This is an optimization exercise on Yosys and OpenROAD, whose aim is small area, a short achievable clock period and few clock cycles per item, not a production implementation.
Function was checked by simulation only, so behaviour that the tests miss may differ from the original.
Power figures rest on the tool's default switching activity, not on a simulated workload.

Setup of job 5910:
## mem_responder
module mem_responder
#(
  parameter int DEPTH       = 256,
  parameter int WAIT_CYCLES = 1
) (
  input  logic                           clk,
  input  logic                           rst,
  input  logic                           req_valid,
  output logic                           req_ready,
  input  logic                           write_enable,
  input  logic [mem_pkg::MEM_ADDR_W-1:0] addr,
  input  logic [mem_pkg::MEM_DATA_W-1:0] data_in,
  output logic [mem_pkg::MEM_DATA_W-1:0] mem_data_out,
  output logic                           resp_valid,
  output logic                           err
);
  logic                           w_oor;
  logic [15:0]                    w_hi;
  logic [15:0]                    w_lo;
  logic [mem_pkg::MEM_DATA_W-1:0] w_rdata;
  logic                           r_valid0;
  logic [15:0]                    r_whi0;
  logic                           r_err0;
  logic                           r_inr0;
  logic [15:0]                    r_hi0;
  logic [15:0]                    r_lo0_a;
  logic [15:0]                    r_lo0_b;
  logic [mem_pkg::MEM_DATA_W-1:0] r_data0;
  logic                           r_valid1;
  logic                           r_err1;
  logic                           r_valid2;
  logic                           r_err2;
  logic [mem_pkg::MEM_DATA_W-1:0] r_rdata2;
  assign w_oor = |addr[mem_pkg::MEM_ADDR_W-1:8];
  always_comb begin
    w_hi = '0;
    w_lo = '0;
    w_hi[addr[7:4]] = 1'b1;
    w_lo[addr[3:0]] = 1'b1;
  end
  assign req_ready = 1'b1;
  always_ff @(posedge clk or posedge rst) begin
    if (rst) begin
      r_valid0 <= 1'b0;
      r_whi0   <= '0;
      r_err0   <= 1'b0;
      r_valid1 <= 1'b0;
      r_err1   <= 1'b0;
      r_valid2 <= 1'b0;
      r_err2   <= 1'b0;
    end else begin
      r_valid0 <= req_valid;
      r_whi0   <= w_hi & {16{req_valid & write_enable & ~w_oor}};
      r_err0   <= req_valid & w_oor;
      r_valid1 <= r_valid0;
      r_err1   <= r_err0;
      r_valid2 <= r_valid1;
      r_err2   <= r_err1;
  ...
Size in the first run: roughly 8600 cells after synthesis, ~55 I/O pins.
Settings: LEC_CHECK=0, CAP_MARGIN=20, CORE_MARGIN=2, CORE_UTILIZATION=60, CTS_CLUSTER_DIAMETER=60, CTS_CLUSTER_SIZE=30, PLACE_DENSITY=0.7, SETUP_SLACK_MARGIN=3.5, SLEW_MARGIN=20, SYNTH_HIERARCHICAL=1, SYNTH_MINIMUM_KEEP_SIZE=0; clock period 6.0 ns.
run.sh (not shown) runs the stock make flow with config.mk's settings and CLKGATE_MAP_FILE= SYNTH_SCRIPT=/design/flow/synth_recipe.tcl, a recipe that flattens the netlist after the stock synthesis.
Testbench counts of job 5910, summed over its fixed seeds: cycles 16,024, items 16,000.
Input changes introduced in job 6675 (baseline for comparison: job 5910):
==> flow/flow/run.sh (new file) <==
#!/bin/bash
# The standard layout (the standard.sh, unchanged synthesis), with one
# change: the clock tree is built without dummy load cells. The sink
# clustering matches config.mk's CTS_CLUSTER_SIZE / CTS_CLUSTER_DIAMETER.
# Each step's full output goes to a log file in the work folder; ORFS also
# keeps its own per-step logs under orfs/logs.
set -euo pipefail
export CTS_ARGS="-sink_clustering_enable -repair_clock_nets -sink_clustering_size 30 -sink_clustering_max_diameter 60 -dont_use_dummy_load"
bash standard.sh synth > run_synth.log 2>&1
bash standard.sh > run_layout.log 2>&1
test -f out/final.def
==> flow/standard.sh (new file) <==
#!/bin/bash
# synth_recipe.tcl (not shown) runs the flow's synth.tcl, then flattens the netlist and writes it again
# the make line also repeats each setting of config.mk as NAME=value (left out here)
make -C /OpenROAD-flow-scripts/flow DESIGN_CONFIG=/design/flow/config.mk WORK_HOME=/design/flow/orfs CLKGATE_MAP_FILE= SYNTH_SCRIPT=/design/flow/synth_recipe.tcl "${@:-finish}"
removed: flow/run.sh
[summary]
Job 6675 vs job 5910: fraction of layout instances using a drive strength above 1 down in job 6675. Going from job 5910 to job 6675, signal arrival time at the worst endpoint now smaller, final hold slack now smaller, sum of internal, switching and leakage power now smaller.
For job 6003, these inputs were changed with respect to job 6675:
- PLACE_DENSITY: 0.7 -> 0.85
- CORE_UTILIZATION: 60 -> 75
Notes after the runs:
Status | job 6003 and job 6675 | clean. Non-clock buffer count ended up 5.3% lower on job 6003 than on job 6675. Job 6003 vs. job 6675: met3 wire length picked up an extra 17000 µm; via count picked up an extra 4433; placed wire-length estimate picked up an extra 2.1%. Multi-input logic area in job 6003 is 120 µm² above job 6675. Job 6003 vs. job 6675: maximum achievable frequency now larger; area overhead of the layout relative to synthesis has decreased; number of nets in the final layout saw a decrease. Looking only at clock power, and setting everything else aside, the lower value of job 6003 and job 6675 goes to job 6003.

==> re-timing with driven ports <==
Ports are ideal in the flow. The routed layouts listed here were re-timed in OpenROAD.
Step 1 (the two cells are an assumption about what drives the block):
set clk [get_ports {clk}]
set_driving_cell -lib_cell sky130_fd_sc_hd__clkbuf_16 $clk
set_driving_cell -lib_cell sky130_fd_sc_hd__buf_2 [delete_from_list [all_inputs] $clk]
Step 2 adds t to the input delays and takes it off the output delays; t is the mean of the earliest and latest rising clock arrival at the registers after step 1. Input paths then give back, and output paths get back, about the clock's delay inside the block.
Slacks: no drivers / after step 1 / after step 2; pairs: no drivers / after step 1.
run | shift t [ns] | slack for setup (ns) | latest minus earliest clock arrival (ns) | worst data-port slew with drivers (ns)
job 5910 | 0.995 | 3.303 / 3.200 / 2.617 | 0.055 / 0.055 | 0.30
job 6675 | 0.962 | 3.338 / 3.236 / 2.502 | 0.111 / 0.111 | 0.31
job 6003 | 0.941 | 3.386 / 3.345 / 2.604 | 0.092 / 0.093 | 0.08
After both steps setup and hold are still met in every run listed. For job 6675, which loses most, drivers alone change the setup slack by -0.102 ns; drivers and shift together by -0.836 ns.
